Background: an optimization exercise with open tools, aiming at small area, a short achievable clock period and few clock cycles per item. Do not read the settings as production practice. The RTL was checked by simulation tests, not by an equivalence proof against the original design. Power figures rest on the tool's default switching activity, not on a simulated workload.

[flow/flow/run.sh]
#!/bin/bash
# The standard layout (standard.sh), with one change at clock tree
# synthesis: larger sink clusters and no dummy loads, for a smaller clock tree.
# Everything else (synthesis, floorplan, power grid, placement, routing) is the
# standard flow's. make's full output goes to flow_make.log.
set -euo pipefail
CTS="-sink_clustering_enable -repair_clock_nets -sink_clustering_size 25 -sink_clustering_max_diameter 70 -dont_use_dummy_load"
sed "s|\"\${@:-finish}\"|CTS_ARGS=\"$CTS\" \"\${@:-finish}\"|" standard.sh > lean_cts.sh
grep -q "CTS_ARGS=" lean_cts.sh
bash lean_cts.sh > flow_make.log 2>&1
[flow/constraint.sdc]
create_clock -name core_clock -period 6.0 [get_ports {clk}]
set_input_delay 1.2000 -clock core_clock [delete_from_list [all_inputs] [get_ports {clk}]]
set_output_delay 1.2000 -clock core_clock [all_outputs]
set_load 0.01 [all_outputs]
[flow/config.mk]
export PLATFORM = sky130hd
export DESIGN_NAME = sorted_unique_set_engine
export DESIGN_NICKNAME = sorted_unique_set_engine
export VERILOG_FILES = /design/flow/design.v
export SDC_FILE = /design/flow/constraint.sdc
export NUM_CORES = 4
export LEC_CHECK = 0
export CAP_MARGIN = 20
export CORE_MARGIN = 2
export CORE_UTILIZATION = 40
export SETUP_SLACK_MARGIN = 3.7
export SLEW_MARGIN = 20
[flow/design.v]
`default_nettype none
package sus_pkg;
  localparam int CAPACITY = 16;
  localparam int CNT_W    = $clog2(CAPACITY + 1);
  localparam int VAL_W    = 32;
  localparam logic [1:0] KIND_SEARCH = 2'd0;
  localparam logic [1:0] KIND_INSERT = 2'd1;
  localparam logic [1:0] KIND_DELETE = 2'd2;
  localparam logic [1:0] KIND_SPARE  = 2'd3;
  localparam logic [1:0] ST_DONE  = 2'd0;
  localparam logic [1:0] ST_NOCHG = 2'd1;
  localparam logic [1:0] ST_FULL  = 2'd2;
  typedef logic [VAL_W-1:0] val_t;
  typedef logic [CNT_W-1:0] cnt_t;
endpackage
`default_nettype wire
`default_nettype none
module sus_cell (
  input  wire logic          clk,
  input  wire logic          vld_nxt,
  input  wire sus_pkg::val_t key,
  output logic               eq
);
  sus_pkg::val_t val_r;
  assign eq = (val_r == key);
  always_ff @(posedge clk) begin
    if (!vld_nxt) val_r <= key;
  end
endmodule
`default_nettype wire
`default_nettype none
module sorted_unique_set_engine (
  input  wire logic        clk,
  input  wire logic        rst_n,
  input  wire logic        in_valid,
  output logic             in_ready,
  input  wire logic [1:0]  in_kind,
  input  wire logic [31:0] in_value,
  output logic             out_valid,
  input  wire logic        out_ready,
  output logic             out_was_present,
  output logic [1:0]       out_status,
  output logic [4:0]       out_entry_count
);
  localparam int N = sus_pkg::CAPACITY;
  logic          rdy_r;
  logic          acc;
  logic          a_vld;
  logic [1:0]    a_kind;
  sus_pkg::val_t a_key;
  logic [N-1:0]  slot_vld;
  logic [N-1:0]  slot_vld_nxt;   
  logic [N-1:0]  eq_v;
  sus_pkg::cnt_t cnt_r;
  logic          b_vld;
  logic          b_ins, b_del;
  logic [N-1:0]  b_match;      
  logic [N-1:0]  loc;          
  logic          present;
  logic          full;
  logic          do_ins, do_del;
  logic [N-1:0]  tgt;          
  logic [N-1:0]  spare;        
  logic [N-1:0]  spare_first;  
  logic [N-1:0]  tgt_nxt;
  sus_pkg::cnt_t cnt_nxt;
  logic [1:0]    status;
  logic [7:0]    res;
  assign in_ready = rdy_r;
  assign acc      = in_valid && rdy_r;
  for (genvar i = 0; i < N; i++) begin : g_cell
    sus_cell u_cell (
      .clk     (clk),
      .vld_nxt (slot_vld_nxt[i]),
      .key     (a_key),
      .eq      (eq_v[i])
    );
    if (i == 0) begin : g_first
      assign spare_first[i] = spare[i];
    end else begin : g_rest
      assign spare_first[i] = spare[i] && !(|spare[i-1:0]);
    end
  end
  always_ff @(posedge clk) begin
    a_vld   <= rst_n && acc;
    a_kind  <= in_kind;
    a_key   <= in_value;
    b_vld   <= rst_n && a_vld;
    b_ins   <= a_kind == sus_pkg::KIND_INSERT;
    b_del   <= a_kind == sus_pkg::KIND_DELETE;
    b_match <= eq_v & slot_vld_nxt;
  end
  assign loc     = b_match;
  assign present = |b_match;
  assign full    = cnt_r[sus_pkg::CNT_W-1];
  assign do_ins  = b_vld && b_ins && !present && !full;
  assign do_del  = b_vld && b_del && present;
  assign spare   = ~slot_vld & ~tgt;
  assign tgt_nxt = do_ins ? spare_first
                 : ((|tgt) ? tgt : ({N{b_vld && b_del}} & loc));
  assign slot_vld_nxt = (slot_vld & ~({N{b_vld && b_del}} & loc))
                      | ({N{do_ins}} & tgt);
  always_comb begin
    cnt_nxt = cnt_r;
    if (do_ins) cnt_nxt = cnt_r + 1'b1;
    if (do_del) cnt_nxt = cnt_r - 1'b1;
  end
  always_comb begin
    status = sus_pkg::ST_DONE;
    if (b_ins) begin
      if (present)   status = sus_pkg::ST_NOCHG;
      else if (full) status = sus_pkg::ST_FULL;
    end else if (b_del) begin
      if (!present)  status = sus_pkg::ST_NOCHG;
    end
  end
  assign res = {present, status, cnt_nxt};
  always_ff @(posedge clk) begin
    if (!rst_n) begin
      slot_vld <= '0;
      tgt      <= N'(1);
      cnt_r    <= '0;
    end else begin
      slot_vld <= slot_vld_nxt;
      tgt      <= tgt_nxt;
      cnt_r    <= cnt_nxt;
    end
  end
  localparam int D = 4;
  logic [D-1:0]       q_vld;
  logic [D-1:0][7:0]  q_dat;
  logic               pop;
  logic [D-1:0]       q_sh;      
  logic [D-1:0]       q_vld_nxt;
  assign pop  = q_vld[0] && out_ready;
  assign q_sh = pop ? {1'b0, q_vld[D-1:1]} : q_vld;
  assign q_vld_nxt = b_vld ? {q_sh[D-2:0], 1'b1} : q_sh;
  always_ff @(posedge clk) begin
    if (!rst_n) begin
      q_vld <= '0;
      rdy_r <= 1'b1;
    end else begin
      q_vld <= q_vld_nxt;
      rdy_r <= !q_vld_nxt[D-1]
            && !(q_vld_nxt[D-2] && (acc || a_vld))
            && !(q_vld_nxt[D-3] && acc && a_vld);
    end
  end
  for (genvar p = 0; p < D; p++) begin : g_q
    logic [7:0] nxt;    
    if (p < D - 1) begin : g_sh
      assign nxt = pop ? q_dat[p+1] : q_dat[p];
    end else begin : g_last
      assign nxt = q_dat[p];
    end
    always_ff @(posedge clk) begin
      q_dat[p] <= q_sh[p] ? nxt : res;
    end
  end
  assign out_valid       = q_vld[0];
  assign out_was_present = q_dat[0][7];
  assign out_status      = q_dat[0][6:5];
  assign out_entry_count = q_dat[0][4:0];
endmodule
`default_nettype wire
[flow/standard.sh]
#!/bin/bash
# synth_recipe.tcl (not shown) runs the flow's synth.tcl, then flattens the netlist and writes it again
# the make line also repeats each setting of config.mk as NAME=value (left out here)
make -C /OpenROAD-flow-scripts/flow DESIGN_CONFIG=/design/flow/config.mk WORK_HOME=/design/flow/orfs CLKGATE_MAP_FILE= SYNTH_SCRIPT=/design/flow/synth_recipe.tcl "${@:-finish}"
==> results of run 1 <==
## cell usage in the layout (no fill, tap or decap), drive strengths merged, types with 6 or more instances in the layout
master,netlist,layout
nor2,39,39
a31oi,10,10
dfxtp,96,96
a22oi,16,16
nand2,36,36
edfxtp,544,544
nand4,33,33
a21oi,11,11
nand3,6,6
nor4,138,138
mux2,13,13
clkdlybuf4s50,0,35
inv,8,7
and2,10,11
o21ai,21,21
buf,15,67
or4,6,6
clkbuf,62,38
xor2,512,512
nor3,22,22
## area by class of cell
type | instances | area, µm²
Multi-Input combinational cell | 930 | 7320
Timing Repair inverter | 1 | 7.51
Tap cell | 846 | 1060
Clock buffer | 38 | 951
Timing Repair Buffer | 104 | 875
Fill cell | 5457 | 34600
Inverter | 8 | 33.8
Sequential cell | 640 | 18300
## timing repair
item,in CTS,in global routing
setup buffers,4,6
cloned,2,0
endpoints found under the setup margin,603,110
gates resized for setup,68,23
pin swaps,1,4
## critical path, delay by kind of cell (launching register included)
kind / cells / cell delay, ns
flops: 1 / 0.37
compound gates: 1 / 0.12
simple gates: 4 / 1.38
buf+inv: 1 / 0.28
## power by group
group / internal, W / leakage, nW / switching [W] / total (W)
clock network: 0.00113 / 0.468 / 0.00134 / 0.00247
registers: 0.00503 / 6.60 / 0.000112 / 0.00514
logic: 0.000205 / 3.32 / 0.000327 / 0.000532
total: 0.00636 / 10.4 / 0.00178 / 0.00814
## how the worst max path moves through the flow
stage | endpoint | cells after the start | start | slack (ns)
5_1_grt | tgt[12] | 6 | b_match[6] | 3.65
4_1_cts | b_match[7] | 6 | b_match[6] | 3.65
3_3_place_gp | tgt[9] | 4 | rst_n | 2.71
6_report | b_match[2] | 6 | b_match[5] | 3.69
3_5_place_dp | tgt[9] | 4 | rst_n | 2.61
2_1_floorplan | g_cell[12].u_cell.val_r[0] | 6 | b_vld | 3.54
## per-stage QoR
step                instance area [µm²]  hold slack, ns  instances  power, W   util
finish                            28600           0.419       2567   0.00814  0.452
global route                      28600           0.429       2567   0.00844  0.452
CTS                               28400           0.418       2561   0.00823  0.449
detailed placement                27400           0.405       2517   0.00578  0.433
global placement                  27400           0.397       2517   0.00576  0.433
floorplan                         25800           0.384       1655   0.00556      -
## state kept, by name (all words and copies together) (netlist names)
| name | count |
|---|---|
| g_cell.u_cell.val_r | 512 |
| a_key | 32 |
| q_dat | 32 |
| b_match | 16 |
| slot_vld | 16 |
| tgt | 16 |
| cnt_r | 5 |
| q_vld | 4 |
| a_kind | 2 |
| a_vld | 1 |
| b_del | 1 |
| b_ins | 1 |
| b_vld | 1 |
| rdy_r | 1 |
## logic make-up after synthesis
| kind of cell | Yosys count | share of synthesized area |
|---|---|---|
| AOI/OAI and AO/OA | 86 | 0.0224 |
| xor gates and xnor gates | 514 | 0.175 |
| adders and majority gates | 2 | 0.000975 |
| buffers and inverters | 86 | 0.0138 |
| DFF | 640 | 0.711 |
| muxes | 18 | 0.00765 |
| and+or+nand+nor | 309 | 0.0683 |
## metal layers
layer  up-vias  global-route usage
li1       6154                   -
met1      6799               0.233
met2       200               0.291
met3        69              0.0232
met4         0              0.0400
met5         -                   0
==> impl_metrics.ini, run 1 <==
[critical_path]
rr_startpoint = b_match[5]
worstSetupPathType = flip-flop to flip-flop
critPathLaunchType = flip-flop
r2r_slack_ns = 3.69
crit_fanout = 34
slowest_stage = dfxtp_1
worstPathRequired_ns = 6.43
crit_chain = nor4_2, and4_4, and2_4, a22oi_2, buf_4, nor3_1
worst_path_largest_cell_delay_ns = 0.37
worstSetupEndpointType = flip-flop
critPathArrivalTime_ns = 2.74
r2r-end = b_match[2]
reg2regPathDepth = 6

[cts]
insertion_delay_ns = 0.58
clock_sinks = 640
clk_pin_slew_ns = 0.08
cts-root-buf = clkbuf_16
cts_buffers = 38
ctsHoldBuffers = 0
cts_tree = built
htree_levels = 2
max-clock-path-buffers = 3

[floorplan]
core_um2 = 63200
die_x_um = 257
fp.dieArea_um2 = 66200
die_y_um = 257
start_util = 0.406
ioPinCount = 48
fp-row-count = 92

[placed_design]
gp_congestion = 0.822
place.port_buffers = 47
hpwl_um = 30500
dp_slack_ns = 2.61

[yosys]
synth_common_cells = edfxtp_1, xor2_1, nor4_1
async_flop_share = 0
synth-seq-cells = 640
ys_types = 57
synth_most_common_cell = edfxtp_1
synth_ff_type = edfxtp_1
ys_seq_area_frac = 0.711
post-synth-top-area-cell = edfxtp_1
yosysTopAreaCellShare = 0.637
synth_cells = 1655
syn_area_per_cell_um2 = 15.5
synthesis.nets = 1695
synth_area_leaders = edfxtp_1, xor2_1, dfxtp_1, nor4_1, clkbuf_1
syn-cell-area_um2 = 25700
synth-edff-count = 544
ys_warn_count = 2

[power_and_ir_drop]
power.leakage_nw = 10.4
p_per_area_nw_per_um2 = 285
peakVddDrop_mv = 0.157

[routing]
drt_iter0_markers = 989
detail_route.wl_per_cell_um = 22.2
drtAntennaViolNets = 0
viasPerCell = 5.15
drt_wl_total_um = 57000
met3_length_um = 1820
wl_met1_um = 26100
drt_pre_antenna_iters = 5
vias = 13200
wl_met2_um = 27900
drc = 0
topRoutingLayerUsed = met4

[cells_and_area]
area_growth_pct = 11.3
layout-drive-gt1-share = 0.119
diodes = 0
nets = 1763

[job]
cap_violations = 0

[timing]
worst_slew_pin_slew_ns = 0.711
maxSlewHeadroom = 0.526
fmaxAchievable_mhz = 434
finalClockSkew_ns = 0.0749
setup_tns_ns = 0
finalCriticalPeriod_ns = 2.31
finalHoldViolations = 0
finalMaxSlewViolations = 0
rsz0062_at_grt = yes
setup_ws_ns = 3.69
setup_viol = 0
period_share = 0.384

[hold_path]
hold_path_end = b_ins
hp-class = flip-flop to flip-flop
min_path_cells = 1
hold_path.startpoint = a_kind[1]

[grt]
grt_pass1_wl_um = 84300
overflow = 0
antenna_found_initial = 1
grt_max_degree = 35
globalRouteTotalUtil = 0.171
grt_pass1_vias = 13000

[status]
status = timing/DRC/antenna clean
Testbench counts, summed over its fixed seeds: cycles 32,024, items 32,000.
==> run 2: changes to the inputs <==
--- a/flow/design.v
+++ b/flow/design.v
@@ -128,10 +128,14 @@
   end
   localparam int D = 4;
   logic [D-1:0]       q_vld;
-  logic [D-1:0][7:0]  q_dat;
+  logic [7:0]         h_dat;     
+  logic [D-1:1][3:0]  q_dat;     
   logic               pop;
   logic [D-1:0]       q_sh;      
   logic [D-1:0]       q_vld_nxt;
+  logic [3:0]         res_s;     
+  logic [4:0]         nxt_cnt;   
+  assign res_s = {res[7:5], do_ins || do_del};
   assign pop  = q_vld[0] && out_ready;
   assign q_sh = pop ? {1'b0, q_vld[D-1:1]} : q_vld;
   assign q_vld_nxt = b_vld ? {q_sh[D-2:0], 1'b1} : q_sh;
@@ -146,20 +150,28 @@
             && !(q_vld_nxt[D-3] && acc && a_vld);
     end
   end
-  for (genvar p = 0; p < D; p++) begin : g_q
-    logic [7:0] nxt;    
+  always_comb begin
+    nxt_cnt = h_dat[4:0];
+    if (q_dat[1][0]) nxt_cnt = q_dat[1][3] ? h_dat[4:0] - 1'b1 : h_dat[4:0] + 1'b1;
+  end
+  always_ff @(posedge clk) begin
+    if (!q_sh[0])  h_dat <= res;
+    else if (pop)  h_dat <= {q_dat[1][3:1], nxt_cnt};
+  end
+  for (genvar p = 1; p < D; p++) begin : g_q
+    logic [3:0] nxt;    
     if (p < D - 1) begin : g_sh
       assign nxt = pop ? q_dat[p+1] : q_dat[p];
     end else begin : g_last
       assign nxt = q_dat[p];
     end
     always_ff @(posedge clk) begin
-      q_dat[p] <= q_sh[p] ? nxt : res;
+      q_dat[p] <= q_sh[p] ? nxt : res_s;
     end
   end
   assign out_valid       = q_vld[0];
-  assign out_was_present = q_dat[0][7];
-  assign out_status      = q_dat[0][6:5];
-  assign out_entry_count = q_dat[0][4:0];
+  assign out_was_present = h_dat[7];
+  assign out_status      = h_dat[6:5];
+  assign out_entry_count = h_dat[4:0];
 endmodule
 `default_nettype wire
==> impl_metrics.ini, run 2 <==
[status]
status = timing/DRC/antenna clean

[critical_path]
crit_chain = buf_2
r2r_slack_ns = 3.74
worstSetupPathType = flip-flop to output port
worstSetupEndpointType = output port
slowest_stage = edfxtp_1
crit_fanout = 2
worstPathRequired_ns = 4.80
rr_startpoint = b_match[6]
crit_family = flip-flops
critPathLaunchType = flip-flop
r2r-end = b_match[15]
path_buf_inv = 1
reg2regPathDepth = 8
critPathArrivalTime_ns = 1.11
worst_path_largest_cell_delay_ns = 0.41

[grt]
globalRouteTotalUtil = 0.178
grt_pass1_vias = 13400
overflow = 0
grt_max_degree = 35
antenna_found_initial = 0
grt_pass1_wl_um = 87400

[yosys]
syn-cell-area_um2 = 25600
async_flop_share = 0
synth_cells = 1640
post-synth-top-area-cell = edfxtp_1
synth-seq-cells = 628
synth-edff-count = 532
ys_types = 55
synthesis.nets = 1684
yosysTopAreaCellShare = 0.624
synth_common_cells = edfxtp_1, xor2_1, nor4_1
synth_most_common_cell = edfxtp_1
synth_ff_type = edfxtp_1
ys_warn_count = 2
syn_area_per_cell_um2 = 15.6
ys_seq_area_frac = 0.699
synth_area_leaders = edfxtp_1, xor2_1, dfxtp_1, nor4_1, nand4_1

[floorplan]
start_util = 0.405
fp.dieArea_um2 = 66100
die_x_um = 257
fp-row-count = 92
die_y_um = 257
core_um2 = 63200
ioPinCount = 48

[power_and_ir_drop]
power_w = 0.00811
power.leakage_nw = 10.6
p_per_area_nw_per_um2 = 281
peakVddDrop_mv = 0.158

[timing]
setup_tns_ns = 0
period_share = 0.385
setup_viol = 0
finalMaxSlewViolations = 0
fmaxAchievable_mhz = 433
setup_ws_ns = 3.69
worst_slew_pin_slew_ns = 0.693
finalCriticalPeriod_ns = 2.31
maxSlewHeadroom = 0.538
finalHoldViolations = 0
rsz0062_at_grt = yes
finalClockSkew_ns = 0.0470

[cts]
insertion_delay_ns = 0.58
ctsHoldBuffers = 0
htree_levels = 2
cts_tree = built
max-clock-path-buffers = 3
clk_pin_slew_ns = 0.09
cts_buffers = 39
cts-root-buf = clkbuf_16
clock_sinks = 628

[routing]
vias = 13400
drt_wl_total_um = 59200
drtAntennaViolNets = 0
detail_route.wl_per_cell_um = 22.8
drt_iter0_markers = 1037
drc = 0
viasPerCell = 5.16
drt_pre_antenna_iters = 5

[cells_and_area]
layout-drive-gt1-share = 0.140
area_growth_pct = 12.8
utilization = 0.457
layout_commonest_cell = edfxtp_1
reg.largest.list = g_cell.u_cell.val_r: 512 flops, a_key: 32 flops
largest_register_ffs = 512
diodes = 0
most-common-layout-cells = edfxtp_1, xor2_1, nor4_1
final_area_um2 = 28900
regMostFlops = g_cell.u_cell.val_r
nFillCells = 5495
nets = 1794

[hold_path]
hp-class = flip-flop to flip-flop
min_path_cells = 1
hold_path_end = b_del
hold_path.startpoint = a_kind[0]

[placed_design]
hpwl_um = 29600
dp_slack_ns = 2.61
gp_congestion = 0.770
post_dp_cell_area_um2 = 27100
place.port_buffers = 47

[job]
cap_violations = 0
run 2: what timing repair did:
action | in CTS | in global routing
pin swaps | 22 | 10
gates cloned | 11 | 0
resized for setup | 54 | 12
setup endpoints to repair | 586 | 178
setup buffers | 35 | 16
run 2: cell type report:
class / instances / area, µm² / area share
Timing Repair Buffer: 137 / 1340 / 0.0464
Inverter: 11 / 48.8 / 0.00169
Clock buffer: 39 / 976 / 0.0338
Sequential cell: 628 / 17900 / 0.621
Multi-Input combinational cell: 933 / 7510 / 0.260
Tap cell: 846 / 1060 / 0.0367
run 2: metal layers:
metal,vias up,routed length [µm],track usage
met2,257,29400,0.307
met1,6873,26800,0.241
met5,-,0,0
met3,61,2060,0.0246
li1,6206,-,-
met4,0,959,0.0375
run 2: cell families (layout without fill, tap and decap cells):
kind of cell | after synthesis | count (layout) | share of synthesized area
DFF | 628 | 628 | 0.699
xor gates and xnor gates | 519 | 519 | 0.178
and+or+nand+nor | 305 | 306 | 0.0716
buffers and inverters | 90 | 187 | 0.0164
AOI/OAI and AO/OA | 78 | 88 | 0.0258
muxes | 14 | 14 | 0.00645
adders and majority gates | 6 | 6 | 0.00323
run 2: through the flow:
stage / instances / hold slack, ns
final: 2594 / 0.417
after CTS: 2578 / 0.421
after floorplan: 1640 / 0.384
after global placement: 2492 / 0.403
after detailed placement: 2493 / 0.423
after global routing: 2594 / 0.444
run 2: worst max path at each step:
stage | endpoint | cells after the start | start
CTS | out_valid | 1 | q_vld[0]
global placement | rdy_r | 6 | rst_n
global route | out_entry_count[1] | 1 | h_dat[1]
detailed placement | rdy_r | 6 | rst_n
floorplan | g_cell[11].u_cell.val_r[0] | 5 | b_vld
finish | out_entry_count[1] | 1 | h_dat[1]
run 2: power breakdown:
group / total (W) / internal (W) / switching, W
logic: 0.000577 / 0.000223 / 0.000354
clock network: 0.00248 / 0.00116 / 0.00133
registers: 0.00505 / 0.00494 / 0.000106
total: 0.00811 / 0.00633 / 0.00179
Testbench counts of run 2, summed over its fixed seeds: cycles 32,024, items 32,000.
==> run 3: changes to the inputs <==
==> flow/flow/run.sh (replaced) <==
#!/bin/bash
# The standard layout (standard.sh) with two changes: clock tree synthesis
# uses larger sink clusters and no dummy loads, for a smaller clock tree; and
# the buffers that the standard flow puts on every input and output port are
# buf_2 cells instead of delay buffers. Everything else (synthesis, floorplan,
# power grid, placement, routing) is the standard flow's. make's full output
# goes to flow_make.log.
set -euo pipefail
CTS="-sink_clustering_enable -repair_clock_nets -sink_clustering_size 25 -sink_clustering_max_diameter 70 -dont_use_dummy_load"
BUF="-buffer_cell sky130_fd_sc_hd__buf_2"
sed "s|\"\${@:-finish}\"|CTS_ARGS=\"$CTS\" BUFFER_PORTS_ARGS=\"$BUF\" \"\${@:-finish}\"|" standard.sh > lean.sh
grep -q "CTS_ARGS=" lean.sh
bash lean.sh > flow_make.log 2>&1
==> impl_metrics.ini, run 3 <==
[status]
status = timing/DRC/antenna clean

[yosys]
synth_area_leaders = edfxtp_1, xor2_1, dfxtp_1, nor4_1, nand4_1
syn-cell-area_um2 = 25600
ys_types = 55
synth_ff_type = edfxtp_1
ys_warn_count = 2
synth-edff-count = 532
synthesis.nets = 1684
synth_most_common_cell = edfxtp_1
yosysTopAreaCellShare = 0.624
syn_area_per_cell_um2 = 15.6
async_flop_share = 0
ys_seq_area_frac = 0.699
post-synth-top-area-cell = edfxtp_1
synth_cells = 1640
synth_common_cells = edfxtp_1, xor2_1, nor4_1
synth-seq-cells = 628

[power_and_ir_drop]
swShare = 0.222
switchingPower_w = 0.00179
clkPwrFrac = 0.304
seqPwrFrac = 0.625
p_per_area_nw_per_um2 = 284
comb_power_share = 0.070
power.leakage_nw = 10.4
peakVddDrop_mv = 0.158
internal-power_w = 0.00628
power_w = 0.00807

[cts]
cts_buffers = 38
htree_levels = 2
clock_sinks = 628
cts_tree = built
cts-root-buf = clkbuf_16
clk_pin_slew_ns = 0.09
max-clock-path-buffers = 3
insertion_delay_ns = 0.58

[critical_path]
path_buf_inv = 1
critPathArrivalTime_ns = 1.10
r2r-end = slot_vld[3]
crit_family = flip-flops
rr_startpoint = b_match[5]
slowest_stage = edfxtp_1
worstSetupEndpointType = output port
worstPathRequired_ns = 4.80
reg2regPathDepth = 10
crit_fanout = 2
worst_path_largest_cell_delay_ns = 0.39
r2r_slack_ns = 3.77
crit_chain = buf_2
critPathLaunchType = flip-flop
worstSetupPathType = flip-flop to output port

[placed_design]
hpwl_um = 29900
place.port_buffers = 47
post_dp_cell_area_um2 = 26900
gp_congestion = 0.786

[hold_path]
hp-class = flip-flop to flip-flop
min_path_cells = 1
hold_path.startpoint = a_kind[1]
hold_path_end = b_ins

[cells_and_area]
area_growth_pct = 11.0
regMostFlops = g_cell.u_cell.val_r
most-common-layout-cells = edfxtp_1, xor2_1, nor4_1
nFillCells = 5501
diodes = 0
final_area_um2 = 28400
nets = 1780
largest_register_ffs = 512
layout-drive-gt1-share = 0.152
utilization = 0.450
layout_commonest_cell = edfxtp_1
reg.largest.list = g_cell.u_cell.val_r: 512 flops, a_key: 32 flops

[routing]
drt_iter0_markers = 1142
drc = 0
drtAntennaViolNets = 0
detail_route.wl_per_cell_um = 23.5
drt_wl_total_um = 60500
drt_pre_antenna_iters = 5
viasPerCell = 5.26
vias = 13600

[timing]
setup_viol = 0
rsz0062_at_grt = yes
worst_slew_pin_slew_ns = 0.709
maxSlewHeadroom = 0.528
setup_tns_ns = 0
finalClockSkew_ns = 0.0435
finalMaxSlewViolations = 0
finalHoldViolations = 0
finalCriticalPeriod_ns = 2.30
period_share = 0.383
fmaxAchievable_mhz = 435
hold_slack_ns = 0.417

[job]
cap_violations = 0

[grt]
overflow = 0
grt_pass1_vias = 13400
grt_max_degree = 35
globalRouteTotalUtil = 0.181
antenna_found_initial = 0
grt_pass1_wl_um = 88900

[floorplan]
ioPinCount = 48
die_x_um = 257
die_y_um = 257
core_um2 = 63200
fp-row-count = 92
start_util = 0.405
fp.dieArea_um2 = 66100
-- run 3: routing by layer --
layer,track usage,wire length [µm],part of all wire,vias up
met5,0,0,0,-
met4,0.0349,888,0.015,0
met3,0.0240,2470,0.041,57
met2,0.302,29300,0.48,292
met1,0.255,27900,0.46,7030
li1,-,-,-,6184
-- run 3: cell families (layout without fill, tap and decap cells) --
| family | count (synthesis) | count (layout) | synth area share |
|---|---|---|---|
| and+or+nand+nor | 305 | 306 | 0.0716 |
| buffers and inverters | 90 | 173 | 0.0164 |
| AOI/OAI and AO/OA | 78 | 88 | 0.0258 |
| DFF | 628 | 628 | 0.699 |
| adders and majority gates | 6 | 6 | 0.00323 |
| muxes | 14 | 14 | 0.00645 |
| xor gates and xnor gates | 519 | 519 | 0.178 |
-- run 3: cell type report --
cell class | count | area, µm² | share of cell area
well taps | 846 | 1060 | 0.0372
repair buffers | 124 | 948 | 0.0334
clock buffers | 38 | 951 | 0.0334
inverters | 11 | 53.8 | 0.00189
multi-input cells | 933 | 7470 | 0.263
flip-flops and latches | 628 | 17900 | 0.631
-- run 3: stage by stage --
stage / worst slack, ns / cells
2_1_floorplan: 3.70 / 1640
3_3_place_gp: 2.57 / 2492
3_5_place_dp: 2.56 / 2492
4_1_cts: 3.60 / 2572
5_1_grt: 3.63 / 2580
6_report: 3.70 / 2580
-- run 3: what timing repair did --
action,CTS,global route
hold buffers,0,0
setup endpoints to repair,571,371
buffers inserted,34,5
gates cloned,8,3
pin swaps,18,7
gates resized for setup,7,4
-- run 3: how the worst max path moves through the flow --
stage	slack, ns	cells past startpoint	start	to
after floorplan	3.70	5	b_vld	g_cell[11].u_cell.val_r[0]
after global placement	2.57	5	rst_n	rdy_r
after detailed placement	2.56	5	rst_n	rdy_r
after CTS	3.60	4	b_vld	g_cell[2].u_cell.val_r[25]
after global routing	3.63	1	h_dat[2]	out_entry_count[2]
final	3.70	1	h_dat[2]	out_entry_count[2]
-- run 3: worst reg2reg max path, stage by stage, from the launching register on --
cell and delay, ns:
dfxtp_1 0.34, nor4_1 0.36, and4_4 0.36, inv_8 0.08, nor2_8 0.12, buf_12 0.21, buf_4 0.18, a22oi_2 0.10
buf_4 0.19, buf_4 0.13, nor2_1 0.07
-- run 3: power by group through the flow --
| stage | Sequential [W] | Clock, W | Combinational (W) |
|---|---|---|---|
| 5_1_grt | 0.00507 | 0.00266 | 0.000623 |
| 3_5_place_dp | 0.00515 | 0 | 0.000565 |
| 6_report | 0.00505 | 0.00245 | 0.000568 |
| 2_1_floorplan | 0.00514 | 0 | 0.000358 |
| 4_1_cts | 0.00505 | 0.00252 | 0.000576 |
| 3_3_place_gp | 0.00514 | 0 | 0.000551 |
==> run 4: changes to the inputs <==
--- a/flow/design.v
+++ b/flow/design.v
@@ -55,6 +55,7 @@
   logic          b_vld;
   logic          b_ins, b_del;
   logic [N-1:0]  b_match;      
+  logic [N/4-1:0] b_grp;       
   logic [N-1:0]  loc;          
   logic          present;
   logic          full;
@@ -89,9 +90,10 @@
     b_ins   <= a_kind == sus_pkg::KIND_INSERT;
     b_del   <= a_kind == sus_pkg::KIND_DELETE;
     b_match <= eq_v & slot_vld_nxt;
+    for (int g = 0; g < N / 4; g++) b_grp[g] <= |(eq_v[4*g +: 4] & slot_vld_nxt[4*g +: 4]);
   end
   assign loc     = b_match;
-  assign present = |b_match;
+  assign present = |b_grp;
   assign full    = cnt_r[sus_pkg::CNT_W-1];
   assign do_ins  = b_vld && b_ins && !present && !full;
   assign do_del  = b_vld && b_del && present;
--- a/flow/config.mk
+++ b/flow/config.mk
@@ -5,8 +5,8 @@
 export SDC_FILE = /design/flow/constraint.sdc
 export NUM_CORES = 4
 export LEC_CHECK = 0
-export CAP_MARGIN = 20
+export CAP_MARGIN = 10
 export CORE_MARGIN = 2
 export CORE_UTILIZATION = 40
 export SETUP_SLACK_MARGIN = 3.7
-export SLEW_MARGIN = 20
+export SLEW_MARGIN = 10
==> impl_metrics.ini, run 4 <==
[status]
status = timing/DRC/antenna clean

[yosys]
synth_most_common_cell = edfxtp_1
synth_ff_type = edfxtp_1
ys_types = 55
synth_cells = 1643
synth-edff-count = 532
synth-seq-cells = 632
async_flop_share = 0
yosysTopAreaCellShare = 0.625
syn_area_per_cell_um2 = 15.6
synthesis.nets = 1687
synth_area_leaders = edfxtp_1, xor2_1, dfxtp_1, nor4_1, buf_2
synth_common_cells = edfxtp_1, xor2_1, nor4_1
syn-cell-area_um2 = 25600
post-synth-top-area-cell = edfxtp_1
ys_seq_area_frac = 0.703
ys_warn_count = 2

[grt]
grt_pass1_vias = 13100
overflow = 0
grt_max_degree = 45
globalRouteTotalUtil = 0.167
antenna_found_initial = 0
grt_pass1_wl_um = 83100

[timing]
setup_viol = 0
finalMaxSlewViolations = 0
setup_tns_ns = 0
finalClockSkew_ns = 0.0742
fmaxAchievable_mhz = 438
period_share = 0.380
finalCriticalPeriod_ns = 2.28
finalHoldViolations = 0
worst_slew_pin_slew_ns = 0.801
maxSlewHeadroom = 0.466
rsz0062_at_grt = yes

[cts]
cts_tree = built
cts-root-buf = clkbuf_16
max-clock-path-buffers = 3
clock_sinks = 632
cts_buffers = 39
insertion_delay_ns = 0.59
clk_pin_slew_ns = 0.08
htree_levels = 2

[critical_path]
worstSetupPathType = flip-flop to output port
critPathArrivalTime_ns = 1.08
reg2regPathDepth = 9
worst_path_largest_cell_delay_ns = 0.39
r2r-end = b_grp[0]
crit_fanout = 2
r2r_slack_ns = 3.78
critPathLaunchType = flip-flop
slowest_stage = edfxtp_1
crit_chain = buf_2
crit_path_start = h_dat[2]
worstSetupEndpointType = output port
crit_family = flip-flops
path_buf_inv = 1
rr_startpoint = b_grp[3]
worstPathRequired_ns = 4.80

[job]
cap_violations = 0

[placed_design]
gp_congestion = 0.757
place.port_buffers = 47
hpwl_um = 29900

[hold_path]
hold_path.startpoint = a_kind[0]
hp-class = flip-flop to flip-flop
min_path_cells = 1
hold_path_end = b_del

[floorplan]
ioPinCount = 48
fp-row-count = 92
start_util = 0.405
fp.dieArea_um2 = 65900
core_um2 = 63100
die_x_um = 257
die_y_um = 257

[cells_and_area]
regMostFlops = g_cell.u_cell.val_r
reg.largest.list = g_cell.u_cell.val_r: 512 flops, a_key: 32 flops
nFillCells = 5601
most-common-layout-cells = edfxtp_1, xor2_1, nor4_1
largest_register_ffs = 512
utilization = 0.450
diodes = 0
multi_input_area_um2 = 7290
nets = 1759
layout_commonest_cell = edfxtp_1
layout-drive-gt1-share = 0.146
area_growth_pct = 11.2
regArea_um2 = 18000

[power_and_ir_drop]
p_per_area_nw_per_um2 = 285
power_w = 0.00811
peakVddDrop_mv = 0.179
power.leakage_nw = 10.5

[routing]
viasPerCell = 5.09
drt_pre_antenna_iters = 5
vias = 13000
drt_iter0_markers = 1003
drtAntennaViolNets = 0
drt_wl_total_um = 55500
drc = 0
detail_route.wl_per_cell_um = 21.7
[run 4: report_power, final]
| part | switching [W] | internal [W] | leakage, nW |
|---|---|---|---|
| Sequential | 0.000116 | 0.00497 | 6.48 |
| Clock | 0.00133 | 0.00116 | 0.481 |
| Combinational | 0.000334 | 0.000208 | 3.49 |
[run 4: per-stage QoR]
step / setup slack (ns) / instance area [µm²] / hold WS [ns] / instances
3_5_place_dp: 3.11 / 27000 / 0.437 / 2504
4_1_cts: 3.68 / 28000 / 0.403 / 2549
3_3_place_gp: 3.19 / 27000 / 0.446 / 2504
2_1_floorplan: 3.51 / 25700 / 0.384 / 1643
6_report: 3.72 / 28400 / 0.396 / 2559
5_1_grt: 3.65 / 28400 / 0.419 / 2559
[run 4: final cells by class]
class	count	area share
Timing Repair Buffer	111	0.0350
Sequential cell	632	0.635
Clock buffer	39	0.0344
Tap cell	846	0.0373
Inverter	12	0.00159
Multi-Input combinational cell	919	0.257
[run 4: kinds of logic (layout without fill, tap and decap cells)]
family	after synthesis	count (layout)	share of synthesized area
flops	632	632	0.703
xor+xnor	519	519	0.178
simple gates	301	301	0.0703
buf+inv	92	162	0.0184
compound gates	81	81	0.0218
mux	12	12	0.00504
fa+ha+maj	6	6	0.00323
[run 4: metal layers]
layer	routed length (µm)	track usage
met1	25200	0.223
met5	0	0
met2	27700	0.288
met3	1560	0.0192
met4	1130	0.0443
[run 4: worst max path at each step]
stage,cells past startpoint,slack [ns],endpoint
global placement,8,3.19,b_grp[2]
finish,1,3.72,out_entry_count[2]
floorplan,6,3.51,b_grp[0]
CTS,1,3.68,out_entry_count[2]
global route,1,3.65,out_entry_count[0]
detailed placement,8,3.11,b_grp[2]
[run 4: what timing repair did]
item / CTS / global route
resized for setup: 20 / 68
cloned: 0 / 4
pin swaps: 1 / 5
endpoints found under the setup margin: 562 / 25
hold buffers: 0 / 0
setup buffers: 6 / 6
endpoints found under the hold margin: 0 / 0
Testbench counts of run 4, summed over its fixed seeds: cycles 32,024, items 32,000.
==> run 5: changes to the inputs <==
--- a/flow/config.mk
+++ b/flow/config.mk
@@ -5,8 +5,8 @@
 export SDC_FILE = /design/flow/constraint.sdc
 export NUM_CORES = 4
 export LEC_CHECK = 0
-export CAP_MARGIN = 10
+export CAP_MARGIN = 20
 export CORE_MARGIN = 2
 export CORE_UTILIZATION = 40
-export SETUP_SLACK_MARGIN = 3.7
-export SLEW_MARGIN = 10
+export SETUP_SLACK_MARGIN = 3.75
+export SLEW_MARGIN = 20
==> impl_metrics.ini, run 5 <==
[timing]
finalCriticalPeriod_ns = 2.31
fmaxAchievable_mhz = 434
rsz0062_at_grt = yes
finalMaxSlewViolations = 0
worst_slew_pin_slew_ns = 0.816
maxSlewHeadroom = 0.456
setup_viol = 0
period_share = 0.384
finalClockSkew_ns = 0.0611
finalHoldViolations = 0
setup_tns_ns = 0

[yosys]
synth_most_common_cell = edfxtp_1
async_flop_share = 0
yosysTopAreaCellShare = 0.625
synth-edff-count = 532
ys_seq_area_frac = 0.703
synth_common_cells = edfxtp_1, xor2_1, nor4_1
syn-cell-area_um2 = 25600
synth-seq-cells = 632
synth_cells = 1643
ys_types = 55
synth_area_leaders = edfxtp_1, xor2_1, dfxtp_1, nor4_1, buf_2
post-synth-top-area-cell = edfxtp_1
ys_warn_count = 2
synth_ff_type = edfxtp_1
syn_area_per_cell_um2 = 15.6
synthesis.nets = 1687

[grt]
grt_pass1_vias = 13200
grt_max_degree = 45
overflow = 0
grt_pass1_wl_um = 81900
globalRouteTotalUtil = 0.165
antenna_found_initial = 0

[cells_and_area]
largest_register_ffs = 512
diodes = 0
reg.largest.list = g_cell.u_cell.val_r: 512 flops, a_key: 32 flops
layout_commonest_cell = edfxtp_1
multi_input_area_um2 = 7300
nFillCells = 5621
area_growth_pct = 10.6
most-common-layout-cells = edfxtp_1, xor2_1, nor4_1
nets = 1756
regArea_um2 = 18000
layout-drive-gt1-share = 0.144
regMostFlops = g_cell.u_cell.val_r

[floorplan]
ioPinCount = 48
fp.dieArea_um2 = 65900
core_um2 = 63100
start_util = 0.405
die_x_um = 257
die_y_um = 257
fp-row-count = 92

[cts]
cts_buffers = 40
max-clock-path-buffers = 3
cts-root-buf = clkbuf_16
clock_sinks = 632
clk_pin_slew_ns = 0.07
insertion_delay_ns = 0.58
cts_tree = built
htree_levels = 2
ctsHoldBuffers = 0

[critical_path]
worst_path_largest_cell_delay_ns = 0.40
worstSetupPathType = flip-flop to output port
critPathLaunchType = flip-flop
critPathArrivalTime_ns = 1.11
slowest_stage = edfxtp_1
worstSetupEndpointType = output port
worstPathRequired_ns = 4.80
path_buf_inv = 1
crit_family = flip-flops
crit_chain = buf_2
crit_fanout = 2

[placed_design]
place.port_buffers = 47
hpwl_um = 28900
gp_congestion = 0.753

[routing]
detail_route.wl_per_cell_um = 21.3
drc = 0
drt_wl_total_um = 54500
vias = 13000
viasPerCell = 5.07
drt_iter0_markers = 922
drt_pre_antenna_iters = 5
drtAntennaViolNets = 0

[power_and_ir_drop]
peakVddDrop_mv = 0.212
p_per_area_nw_per_um2 = 288
power.leakage_nw = 10.3
power_w = 0.00813

[hold_path]
hp-class = flip-flop to flip-flop

[status]
status = timing/DRC/antenna clean

[job]
cap_violations = 0
## run 5: changes by cell type in the layout (fill, tap and decap cells not counted), moves of 2 or more
cell       change
dfxtp_4        -4
buf_4          -5
clkbuf_8       +2
dfxtp_2        +4
buf_12        -10
buf_8          -2
buf_6         +16
clkbuf_16      -3
## run 5: layout make-up
cell class              count  area share
flip-flops and latches    632       0.638
repair buffers            107      0.0293
clock buffers              40      0.0354
well taps                 846      0.0374
multi-input cells         919       0.258
inverters                  12     0.00159
## run 5: metal layers
metal	vias up	wire, µm	track usage
met5	-	0	0
met4	0	1150	0.0449
met3	58	1820	0.0206
met2	229	26500	0.282
met1	6580	25100	0.223
li1	6093	-	-
## run 5: cells by family after synthesis
family	after synthesis	share of synthesized area
buffers and inverters	92	0.0184
DFF	632	0.703
xor gates and xnor gates	519	0.178
adders and majority gates	6	0.00323
AOI/OAI and AO/OA	81	0.0218
and+or+nand+nor	301	0.0703
muxes	12	0.00504
## run 5: power by group
| part | switching [W] | total, W | leakage [nW] | internal (W) |
|---|---|---|---|---|
| clock | 0.00132 | 0.00250 | 0.493 | 0.00118 |
| combinational | 0.000344 | 0.000555 | 3.37 | 0.000211 |
| sequential | 0.000101 | 0.00507 | 6.48 | 0.00497 |
## run 5: worst paths after layout
check | cells after the start | to | startpoint | slack, ns
worst min register to register | 1 | b_del | a_kind[0] | 0.44
worst max register to register | 8 | b_grp[0] | b_grp[3] | 3.80
worst min-delay path | 1 | b_del | a_kind[0] | 0.44
worst max-delay path | 1 | out_entry_count[3] | h_dat[3] | 3.69
## run 5: timing repair
| action | 4_1_cts | 5_1_grt |
|---|---|---|
| pin swaps | 3 | 0 |
| setup endpoints to repair | 577 | 17 |
| setup buffers | 7 | 5 |
| gates resized for setup | 26 | 31 |
## run 5: metrics by stage
step	cell area [µm²]	utilization	cells	hold slack, ns	setup WS (ns)
CTS	28100	0.446	2551	0.447	3.67
detailed placement	27000	0.427	2504	0.448	3.13
floorplan	25700	-	1643	0.384	3.51
global route	28300	0.448	2556	0.466	3.67
finish	28300	0.448	2556	0.441	3.69
global placement	27000	0.427	2504	0.467	3.19
==> run 6: changes to the inputs <==
--- a/flow/config.mk
+++ b/flow/config.mk
@@ -8,5 +8,6 @@
 export CAP_MARGIN = 20
 export CORE_MARGIN = 2
 export CORE_UTILIZATION = 40
-export SETUP_SLACK_MARGIN = 3.75
+export PLACE_DENSITY = 0.8
+export SETUP_SLACK_MARGIN = 3.7
 export SLEW_MARGIN = 20
==> impl_metrics.ini, run 6 <==
[yosys]
yosysTopAreaCellShare = 0.625
synth_most_common_cell = edfxtp_1
synth_common_cells = edfxtp_1, xor2_1, nor4_1
ys_seq_area_frac = 0.703
ys_types = 55
post-synth-top-area-cell = edfxtp_1
synth_cells = 1643
synth-edff-count = 532
ys_warn_count = 2
synth_area_leaders = edfxtp_1, xor2_1, dfxtp_1, nor4_1, buf_2
synth_ff_type = edfxtp_1
async_flop_share = 0
syn-cell-area_um2 = 25600
synthesis.nets = 1687
syn_area_per_cell_um2 = 15.6
synth-seq-cells = 632

[floorplan]
ioPinCount = 48
fp.dieArea_um2 = 65900
start_util = 0.405
die_y_um = 257
fp-row-count = 92
die_x_um = 257
core_um2 = 63100

[cells_and_area]
area_growth_pct = 10.5
reg.largest.list = g_cell.u_cell.val_r: 512 flops, a_key: 32 flops
most-common-layout-cells = edfxtp_1, xor2_1, nor4_1
layout-drive-gt1-share = 0.130
nets = 1758
largest_register_ffs = 512
stdcell_count = 2558
diodes = 0
layout_commonest_cell = edfxtp_1
regMostFlops = g_cell.u_cell.val_r

[cts]
cts-root-buf = clkbuf_16
clk_pin_slew_ns = 0.07
htree_levels = 2
insertion_delay_ns = 0.59
cts_buffers = 36
cts_tree = built
max-clock-path-buffers = 3
clock_sinks = 632

[routing]
drt_wl_total_um = 52900
drtAntennaViolNets = 0
drt_iter0_markers = 1095
detail_route.wl_per_cell_um = 20.7
viasPerCell = 5.23
drt_pre_antenna_iters = 5
vias = 13400
drc = 0

[grt]
grt_max_degree = 45
grt_pass1_wl_um = 79200
antenna_found_initial = 0
grt_pass1_vias = 13600
globalRouteTotalUtil = 0.156
overflow = 0

[critical_path]
reg2regPathDepth = 9
worst_path_largest_cell_delay_ns = 0.42
r2r-end = b_grp[1]
cp.depth = 1
slowest_stage = edfxtp_1
critPathLaunchType = flip-flop
worstSetupEndpointType = output port
crit_fanout = 2
path_buf_inv = 1
crit_family = flip-flops
worstPathRequired_ns = 4.80
critPathArrivalTime_ns = 1.12
r2r_slack_ns = 3.73
rr_startpoint = b_grp[3]
crit_path_start = h_dat[2]
worstSetupPathType = flip-flop to output port
crit_chain = buf_2
cp-endpoint = out_entry_count[2]

[status]
status = timing/DRC/antenna clean

[placed_design]
hpwl_um = 28700
dp_cells = 2504
gp_congestion = 0.803
place.port_buffers = 47

[power_and_ir_drop]
p_per_area_nw_per_um2 = 282
power.leakage_nw = 10.4
peakVddDrop_mv = 0.148
power_w = 0.00797

[timing]
period_share = 0.386
rsz0062_at_grt = yes
finalMaxSlewViolations = 0
setup_viol = 0
finalCriticalPeriod_ns = 2.32
worst_slew_pin_slew_ns = 0.781
fmaxAchievable_mhz = 432
setup_tns_ns = 0
finalClockSkew_ns = 0.0832
finalHoldViolations = 0
maxSlewHeadroom = 0.480

[hold_path]
hp-class = flip-flop to flip-flop

[job]
cap_violations = 0
-- run 6: cell counts after synthesis --
No cell type changed its count.
-- run 6: layout make-up --
cell class	count	area [µm²]
clock buffer	36	901
sequential	632	18000
multi-input combinational	919	7250
inverter	12	45.0
fill	5443	34800
tap	846	1060
timing repair buffer	113	981
-- run 6: timing repair --
item	4_1_cts	5_1_grt
hold buffers	0	0
cloned	0	4
resized for setup	19	45
pin swaps	1	4
buffers inserted	7	7
endpoints found under the setup margin	573	18
-- run 6: per-layer routing --
layer  up-vias  GRT usage  part of all wire
met2       396      0.273              0.50
met1      6789      0.199              0.42
li1       6090          -                 -
met3        98     0.0218             0.050
met5         -          0                 0
met4         0     0.0533             0.031
-- run 6: cell families after synthesis --
logic type / count (synthesis) / synth area share
DFF: 632 / 0.703
xor gates and xnor gates: 519 / 0.178
and+or+nand+nor: 301 / 0.0703
buffers and inverters: 92 / 0.0184
AOI/OAI and AO/OA: 81 / 0.0218
muxes: 12 / 0.00504
adders and majority gates: 6 / 0.00323
-- run 6: where the power goes --
group	switching, W	internal [W]
Sequential	0.000108	0.00497
Combinational	0.000344	0.000208
Clock	0.00127	0.00107
-- run 6: how the worst min path moves through the flow --
stage / startpoint / endpoint / slack, ns / cells past startpoint
global placement: a_kind[0] / b_del / 0.41 / 1
finish: a_kind[0] / b_del / 0.41 / 1
CTS: a_kind[0] / b_del / 0.42 / 1
floorplan: a_kind[0] / b_del / 0.38 / 1
detailed placement: a_kind[0] / b_del / 0.39 / 1
global route: a_kind[0] / b_del / 0.43 / 1
-- run 6: per-stage QoR --
stage,hold slack [ns],util,worst slack [ns],area (µm²)
detailed placement,0.393,0.427,3.13,26900
global route,0.430,0.448,3.63,28200
finish,0.410,0.448,3.68,28200
CTS,0.420,0.443,3.64,27900
global placement,0.410,0.427,3.29,26900
floorplan,0.384,-,3.51,25700
==> run 7: changes to the inputs <==
--- a/flow/config.mk
+++ b/flow/config.mk
@@ -7,7 +7,6 @@
 export LEC_CHECK = 0
 export CAP_MARGIN = 20
 export CORE_MARGIN = 2
-export CORE_UTILIZATION = 40
-export PLACE_DENSITY = 0.8
+export CORE_UTILIZATION = 50
 export SETUP_SLACK_MARGIN = 3.7
 export SLEW_MARGIN = 20
==> impl_metrics.ini, run 7 <==
[status]
status = timing/DRC/antenna clean

[critical_path]
crit_path_start = h_dat[2]
critPathArrivalTime_ns = 1.12
cp-endpoint = out_entry_count[2]
r2r-end = b_grp[0]
crit_fanout = 2
critPathLaunchType = flip-flop
crit_chain = buf_2
worstSetupEndpointType = output port
slowest_stage = edfxtp_1
crit_family = flip-flops
r2r_slack_ns = 3.72
worstSetupPathType = flip-flop to output port
cp.depth = 1
rr_startpoint = a_key[8]
path_buf_inv = 1
worst_path_largest_cell_delay_ns = 0.39
reg2regPathDepth = 6
worstPathRequired_ns = 4.80

[timing]
finalHoldViolations = 0
hold_slack_ns = 0.409
maxSlewHeadroom = 0.405
setup_tns_ns = 0
finalCriticalPeriod_ns = 2.32
fmaxAchievable_mhz = 432
finalClockSkew_ns = 0.0481
worst_slew_pin_slew_ns = 0.892
setup_viol = 0
rsz0062_at_grt = yes
finalMaxSlewViolations = 0
period_share = 0.386

[routing]
vias = 13100
drt_pre_antenna_iters = 7
drtAntennaViolNets = 0
drt_wl_total_um = 55500
viasPerCell = 5.49
drc = 0
detail_route.wl_per_cell_um = 23.3
drt_iter0_markers = 1161

[cts]
insertion_delay_ns = 0.59
clk_pin_slew_ns = 0.09
cts_tree = built
htree_levels = 2
ctsHoldBuffers = 0
cts_buffers = 37
max-clock-path-buffers = 3
clock_sinks = 632
cts-root-buf = clkbuf_16

[yosys]
ys_types = 55
synth_common_cells = edfxtp_1, xor2_1, nor4_1
ys_warn_count = 2
synth_area_leaders = edfxtp_1, xor2_1, dfxtp_1, nor4_1, buf_2
syn_area_per_cell_um2 = 15.6
synth_ff_type = edfxtp_1
synth-edff-count = 532
async_flop_share = 0
post-synth-top-area-cell = edfxtp_1
yosysTopAreaCellShare = 0.625
synthesis.nets = 1687
syn-cell-area_um2 = 25600
ys_seq_area_frac = 0.703
synth_cells = 1643
synth_most_common_cell = edfxtp_1
synth-seq-cells = 632

[power_and_ir_drop]
p_per_area_nw_per_um2 = 288
power_w = 0.00806
peakVddDrop_mv = 0.204
power.leakage_nw = 10.3

[cells_and_area]
largest_register_ffs = 512
final_area_um2 = 28000
nets = 1754
nFillCells = 3975
diodes = 0
regMostFlops = g_cell.u_cell.val_r
reg.largest.list = g_cell.u_cell.val_r: 512 flops, a_key: 32 flops
layout-drive-gt1-share = 0.141
layout_commonest_cell = edfxtp_1
area_growth_pct = 9.48
most-common-layout-cells = edfxtp_1, xor2_1, nor4_1
utilization = 0.557

[floorplan]
die_x_um = 230
fp-row-count = 82
start_util = 0.508
ioPinCount = 48
fp.dieArea_um2 = 52900
core_um2 = 50300
die_y_um = 230

[placed_design]
gp_congestion = 0.780
place.port_buffers = 47
post_dp_cell_area_um2 = 26700
hpwl_um = 29500

[grt]
grtUsageMet2 = 0.337
overflow = 0
use_met3 = 0.0277
grt_pass1_vias = 12900
globalRouteTotalUtil = 0.213
grt_pass1_wl_um = 83100
grt.busiest_layer = met2
antenna_found_initial = 1
grt_max_degree = 45
gr-usage-met1 = 0.315

[job]
cap_violations = 0

[hold_path]
hp-class = flip-flop to flip-flop
[run 7: layout make-up]
type | instances | area [µm²] | share of cell area
multi-input combinational | 920 | 7290 | 0.260
tap | 672 | 841 | 0.0301
timing repair buffer | 107 | 845 | 0.0302
clock buffer | 37 | 926 | 0.0331
inverter | 12 | 45.0 | 0.00161
sequential | 632 | 18000 | 0.645
[run 7: layer usage]
layer | wire, µm | share of wire | vias to the layer above
met5 | 0 | 0 | -
met1 | 26200 | 0.47 | 6680
met2 | 26000 | 0.47 | 251
met4 | 1060 | 0.019 | 0
li1 | - | - | 6085
met3 | 2180 | 0.039 | 59
[run 7: cell families after synthesis]
group / synth area share
AOI/OAI and AO/OA: 0.0218
adders and majority gates: 0.00323
muxes: 0.00504
DFF: 0.703
buffers and inverters: 0.0184
and+or+nand+nor: 0.0703
xor gates and xnor gates: 0.178
[run 7: power by group]
part / switching (W) / total (W) / internal, W
sequential: 0.000115 / 0.00509 / 0.00497
combinational: 0.000339 / 0.000547 / 0.000209
clock: 0.00132 / 0.00242 / 0.00110
[run 7: through the flow]
| step | cells | setup WS [ns] |
|---|---|---|
| finish | 2380 | 3.68 |
| global route | 2380 | 3.61 |
| CTS | 2374 | 3.64 |
| detailed placement | 2330 | 3.06 |
| global placement | 2330 | 3.08 |
| floorplan | 1643 | 3.51 |
[run 7: worst min path at each step]
stage	from	endpoint	slack, ns	cells after the start
floorplan	a_kind[0]	b_del	0.38	1
global placement	a_kind[0]	b_del	0.41	1
detailed placement	a_kind[0]	b_del	0.40	1
CTS	a_kind[0]	b_del	0.41	1
global route	a_kind[0]	b_del	0.43	1
finish	a_kind[0]	b_del	0.41	1
[run 7: repair_timing]
| item | in CTS | in global routing |
|---|---|---|
| buffers inserted | 6 | 5 |
| cloned | 1 | 1 |
| setup endpoints to repair | 570 | 24 |
| resized for setup | 23 | 35 |
| pin swaps | 2 | 2 |
==> run 8: changes to the inputs <==
--- a/flow/config.mk
+++ b/flow/config.mk
@@ -7,6 +7,6 @@
 export LEC_CHECK = 0
 export CAP_MARGIN = 20
 export CORE_MARGIN = 2
-export CORE_UTILIZATION = 50
+export CORE_UTILIZATION = 40
 export SETUP_SLACK_MARGIN = 3.7
 export SLEW_MARGIN = 20
==> impl_metrics.ini, run 8 <==
[grt]
grt_pass1_vias = 13100
overflow = 0
globalRouteTotalUtil = 0.167
grt_pass1_wl_um = 83100
antenna_found_initial = 0
grt_max_degree = 45

[timing]
fmaxAchievable_mhz = 438
maxSlewHeadroom = 0.466
finalCriticalPeriod_ns = 2.28
setup_ws_ns = 3.72
finalHoldViolations = 0
setup_tns_ns = 0
worst_slew_pin_slew_ns = 0.801
finalClockSkew_ns = 0.0742
rsz0062_at_grt = yes
period_share = 0.380
setup_viol = 0
finalMaxSlewViolations = 0

[yosys]
synthesis.nets = 1687
syn_area_per_cell_um2 = 15.6
ys_seq_area_frac = 0.703
async_flop_share = 0
ys_types = 55
ys_warn_count = 2
synth_common_cells = edfxtp_1, xor2_1, nor4_1
synth_area_leaders = edfxtp_1, xor2_1, dfxtp_1, nor4_1, buf_2
synth_most_common_cell = edfxtp_1
synth_ff_type = edfxtp_1
synth-edff-count = 532
synth-seq-cells = 632
syn-cell-area_um2 = 25600
post-synth-top-area-cell = edfxtp_1
yosysTopAreaCellShare = 0.625
synth_cells = 1643

[cells_and_area]
area_growth_pct = 11.2
regMostFlops = g_cell.u_cell.val_r
reg.largest.list = g_cell.u_cell.val_r: 512 flops, a_key: 32 flops
most-common-layout-cells = edfxtp_1, xor2_1, nor4_1
nets = 1759
nFillCells = 5601
layout_commonest_cell = edfxtp_1
stdcell_count = 2559
largest_register_ffs = 512
layout-drive-gt1-share = 0.146
diodes = 0

[routing]
drc = 0
vias = 13000
drt_wl_total_um = 55500
drt_iter0_markers = 1003
viasPerCell = 5.09
drt_pre_antenna_iters = 5
drtAntennaViolNets = 0
detail_route.wl_per_cell_um = 21.7

[power_and_ir_drop]
peakVddDrop_mv = 0.179
p_per_area_nw_per_um2 = 285
power.leakage_nw = 10.5
power_w = 0.00811

[cts]
htree_levels = 2
cts-root-buf = clkbuf_16
ctsHoldBuffers = 0
cts_buffers = 39
clk_pin_slew_ns = 0.08
max-clock-path-buffers = 3
insertion_delay_ns = 0.59
cts_tree = built
clock_sinks = 632

[critical_path]
worstSetupEndpointType = output port
r2r-end = b_grp[0]
crit_family = flip-flops
critPathLaunchType = flip-flop
r2r_slack_ns = 3.78
crit_chain = buf_2
worstPathRequired_ns = 4.80
crit_fanout = 2
rr_startpoint = b_grp[3]
worst_path_largest_cell_delay_ns = 0.39
critPathArrivalTime_ns = 1.08
worstSetupPathType = flip-flop to output port
path_buf_inv = 1
slowest_stage = edfxtp_1
reg2regPathDepth = 9

[floorplan]
die_x_um = 257
die_y_um = 257
ioPinCount = 48
fp.dieArea_um2 = 65900
core_um2 = 63100
fp-row-count = 92
start_util = 0.405

[hold_path]
hp-class = flip-flop to flip-flop
min_path_cells = 1
hold_path.startpoint = a_kind[0]
hold_path_end = b_del

[placed_design]
gp_congestion = 0.757
hpwl_um = 29900
dp_slack_ns = 3.11
dp_cells = 2504
place.port_buffers = 47

[job]
cap_violations = 0

[status]
status = timing/DRC/antenna clean
## run 8: cell count changes in the layout (fill, tap and decap cells not counted), moves of 2 or more
cell       delta
clkbuf_16     +5
buf_8         +2
buf_4         +3
dfxtp_4       +2
dfxtp_1       -2
buf_6        -11
nor3_1        -2
buf_12        +8
## run 8: cells by family (layout without fill, tap and decap cells)
| logic type | after synthesis | in the layout | share of synthesized area |
|---|---|---|---|
| XOR/XNOR | 519 | 519 | 0.178 |
| AO/OA/AOI/OAI | 81 | 81 | 0.0218 |
| flip-flops | 632 | 632 | 0.703 |
| multiplexers | 12 | 12 | 0.00504 |
| adder cells (fa/ha/maj) | 6 | 6 | 0.00323 |
| AND/OR/NAND/NOR | 301 | 301 | 0.0703 |
| buffers and inverters | 92 | 162 | 0.0184 |
## run 8: area by class of cell
cell class / count / area, µm² / area share
sequential: 632 / 18000 / 0.635
multi-input combinational: 919 / 7290 / 0.257
tap: 846 / 1060 / 0.0373
timing repair buffer: 111 / 995 / 0.0350
clock buffer: 39 / 976 / 0.0344
inverter: 12 / 45.0 / 0.00159
## run 8: what timing repair did
item	in CTS	in global routing
buffers inserted	6	6
setup endpoints to repair	562	25
resized for setup	20	68
pin swaps	1	5
cloned	0	4
## run 8: stage by stage
stage,utilization,cell area (µm²),hold slack (ns)
2_1_floorplan,-,25700,0.384
3_3_place_gp,0.427,27000,0.446
3_5_place_dp,0.427,27000,0.437
4_1_cts,0.444,28000,0.403
5_1_grt,0.450,28400,0.419
6_report,0.450,28400,0.396
## run 8: metal layers
layer	wire [µm]	track usage	up-vias	share of wire
met5	0	0	-	0
met4	1130	0.0443	0	0.020
met3	1560	0.0192	56	0.028
met2	27700	0.288	210	0.50
met1	25200	0.223	6675	0.45
li1	-	-	6092	-
## run 8: where the power goes
| part | internal, W | total [W] | switching (W) |
|---|---|---|---|
| logic | 0.000208 | 0.000542 | 0.000334 |
| clock network | 0.00116 | 0.00248 | 0.00133 |
| registers | 0.00497 | 0.00509 | 0.000116 |
| total | 0.00633 | 0.00811 | 0.00178 |
## run 8: how the worst max path moves through the flow
| stage | start | to | slack, ns | depth (start not counted) |
|---|---|---|---|---|
| CTS | h_dat[2] | out_entry_count[2] | 3.68 | 1 |
| detailed placement | b_grp[1] | b_grp[2] | 3.11 | 8 |
| finish | h_dat[2] | out_entry_count[2] | 3.72 | 1 |
| global placement | b_grp[1] | b_grp[2] | 3.19 | 8 |
| floorplan | cnt_r[4] | b_grp[0] | 3.51 | 6 |
| global route | h_dat[0] | out_entry_count[0] | 3.65 | 1 |
==> run 9: changes to the inputs <==
--- a/flow/flow/run.sh
+++ b/flow/flow/run.sh
@@ -8,6 +8,6 @@
 set -euo pipefail
 CTS="-sink_clustering_enable -repair_clock_nets -sink_clustering_size 25 -sink_clustering_max_diameter 70 -dont_use_dummy_load"
 BUF="-buffer_cell sky130_fd_sc_hd__buf_2"
-sed "s|\"\${@:-finish}\"|CTS_ARGS=\"$CTS\" BUFFER_PORTS_ARGS=\"$BUF\" \"\${@:-finish}\"|" standard.sh > lean.sh
+sed "s|\"\${@:-finish}\"|CTS_ARGS=\"$CTS\" BUFFER_PORTS_ARGS=\"$BUF\" SETUP_MOVE_SEQUENCE=unbuffer,sizeup,swap \"\${@:-finish}\"|" standard.sh > lean.sh
 grep -q "CTS_ARGS=" lean.sh
 bash lean.sh > flow_make.log 2>&1
==> impl_metrics.ini, run 9 <==
[timing]
worst_slew_pin_slew_ns = 0.803
finalClockSkew_ns = 0.0766
finalHoldViolations = 0
hold_slack_ns = 0.395
maxSlewHeadroom = 0.464
fmaxAchievable_mhz = 427
period_share = 0.391
finalCriticalPeriod_ns = 2.34
setup_tns_ns = 0
finalMaxSlewViolations = 0
setup_viol = 0
rsz0062_at_grt = yes

[power_and_ir_drop]
p_per_area_nw_per_um2 = 287
power.leakage_nw = 10.5
power_w = 0.00811
peakVddDrop_mv = 0.176

[grt]
grt_pass1_vias = 13000
overflow = 0
antenna_found_initial = 0
grt_pass1_wl_um = 83000
globalRouteTotalUtil = 0.167
grt_max_degree = 45

[cells_and_area]
nets = 1743
stdcell_count = 2543
area_growth_pct = 10.7
regMostFlops = g_cell.u_cell.val_r
layout-drive-gt1-share = 0.143
reg.largest.list = g_cell.u_cell.val_r: 512 flops, a_key: 32 flops
layout_commonest_cell = edfxtp_1
largest_register_ffs = 512
diodes = 0
most-common-layout-cells = edfxtp_1, xor2_1, nor4_1

[cts]
postCtsSetupRepairBufs = 0
clock_sinks = 632
max-clock-path-buffers = 3
ctsHoldBuffers = 0
cts_tree = built
cts-root-buf = clkbuf_16
cts_buffers = 39
clk_pin_slew_ns = 0.08
insertion_delay_ns = 0.60
htree_levels = 2

[placed_design]
hpwl_um = 29900
place.port_buffers = 47
gp_congestion = 0.757
dp_cells = 2504

[critical_path]
critPathArrivalTime_ns = 1.14
crit_family = flip-flops
r2r_slack_ns = 3.70
worstSetupPathType = flip-flop to output port
worstPathRequired_ns = 4.80
critPathLaunchType = flip-flop
worstSetupEndpointType = output port
worst_path_largest_cell_delay_ns = 0.43
slowest_stage = edfxtp_1
crit_chain = buf_2
path_buf_inv = 1
crit_fanout = 4

[floorplan]
die_y_um = 257
ioPinCount = 48
fp-row-count = 92
fp.dieArea_um2 = 65900
die_x_um = 257
core_um2 = 63100
start_util = 0.405

[yosys]
syn-cell-area_um2 = 25600
syn_area_per_cell_um2 = 15.6
async_flop_share = 0
synth_common_cells = edfxtp_1, xor2_1, nor4_1
ys_types = 55
synth_most_common_cell = edfxtp_1
synthesis.nets = 1687
synth-edff-count = 532
ys_seq_area_frac = 0.703
synth_area_leaders = edfxtp_1, xor2_1, dfxtp_1, nor4_1, buf_2
ys_warn_count = 2
yosysTopAreaCellShare = 0.625
synth-seq-cells = 632
synth_cells = 1643
synth_ff_type = edfxtp_1
post-synth-top-area-cell = edfxtp_1

[routing]
drt_iter0_markers = 921
viasPerCell = 5.08
drtAntennaViolNets = 0
detail_route.wl_per_cell_um = 21.6
vias = 12900
drt_pre_antenna_iters = 5
drc = 0
drt_wl_total_um = 55000

[job]
cap_violations = 0

[status]
status = timing/DRC/antenna clean

[hold_path]
hp-class = flip-flop to flip-flop
[run 9: cell counts after synthesis]
No cell type changed its count.
[run 9: path summary, 6_finish.rpt]
kind,start,end,depth (start not counted)
worst max-delay path,h_dat[0],out_entry_count[0],1
worst min-delay path,a_kind[0],b_del,1
worst max register to register,a_key[24],b_grp[2],6
worst min register to register,a_kind[0],b_del,1
[run 9: cell type report]
cell class | count | area [µm²]
fill | 5610 | 34800
inverter | 12 | 45.0
multi-input combinational | 919 | 7410
tap | 846 | 1060
clock buffer | 39 | 976
timing repair buffer | 95 | 756
sequential | 632 | 18000
[run 9: report_power, final]
part	total [W]	switching (W)	internal, W
combinational	0.000535	0.000332	0.000203
sequential	0.00509	0.000116	0.00497
clock	0.00249	0.00133	0.00116
total	0.00811	0.00178	0.00633
[run 9: per-layer routing]
| metal | wire, µm | vias up | GRT usage |
|---|---|---|---|
| met4 | 944 | 0 | 0.0425 |
| met5 | 0 | - | 0 |
| met2 | 27500 | 187 | 0.288 |
| li1 | - | 6061 | - |
| met3 | 1500 | 48 | 0.0192 |
| met1 | 25000 | 6631 | 0.224 |
[run 9: what timing repair did]
action                                  in CTS  in global routing
endpoints found under the setup margin     562                324
pin swaps                                    1                  6
gates cloned                                 0                  0
resized for setup                           44                 50
[run 9: cells by family (layout without fill, tap and decap cells)]
logic type | count (synthesis) | after routing | synth area share
DFF | 632 | 632 | 0.703
xor gates and xnor gates | 519 | 519 | 0.178
and+or+nand+nor | 301 | 301 | 0.0703
buffers and inverters | 92 | 146 | 0.0184
AOI/OAI and AO/OA | 81 | 81 | 0.0218
muxes | 12 | 12 | 0.00504
adders and majority gates | 6 | 6 | 0.00323
[run 9: metrics by stage]
| step | setup slack [ns] | util | area [µm²] |
|---|---|---|---|
| global placement | 3.19 | 0.427 | 27000 |
| global route | 3.53 | 0.448 | 28300 |
| floorplan | 3.51 | - | 25700 |
| CTS | 3.60 | 0.445 | 28100 |
| finish | 3.66 | 0.448 | 28300 |
| detailed placement | 3.11 | 0.427 | 27000 |

-- static timing again, ports no longer ideal --
The results above use ideal ports. As a check the final layouts listed here were re-extracted and re-timed, cells and wires unchanged.
Step 1, drivers: a clkbuf_16 drives clk and a buf_2 each remaining input, both assumed.
Step 2 times the ports against the registers' clock, not the clock port: input delays grow and output delays shrink by t, the midpoint of the rising clock arrivals with the driver on.
a / b / c = ideal / step 1 / step 2; a / b = the first two.
run | shift t [ns] | setup WS [ns] | clock arrival spread, ns | worst data-port slew with drivers (ns)
run 1 | 0.605 | 3.694 / 3.667 / 3.326 | 0.075 / 0.075 | 0.05
run 2 | 0.618 | 3.691 / 3.633 / 3.316 | 0.048 / 0.048 | 0.04
run 3 | 0.621 | 3.700 / 3.639 / 3.289 | 0.044 / 0.044 | 0.04
run 4 | 0.612 | 3.719 / 3.656 / 3.306 | 0.101 / 0.101 | 0.03
run 5 | 0.613 | 3.695 / 3.636 / 3.438 | 0.072 / 0.072 | 0.03
run 6 | 0.607 | 3.684 / 3.626 / 3.353 | 0.084 / 0.084 | 0.06
run 7 | 0.623 | 3.685 / 3.624 / 3.353 | 0.050 / 0.050 | 0.03
run 8 | 0.612 | 3.719 / 3.656 / 3.306 | 0.101 / 0.101 | 0.03
run 9 | 0.609 | 3.656 / 3.597 / 3.309 | 0.101 / 0.102 | 0.03
After both steps every run listed still meets setup and hold.
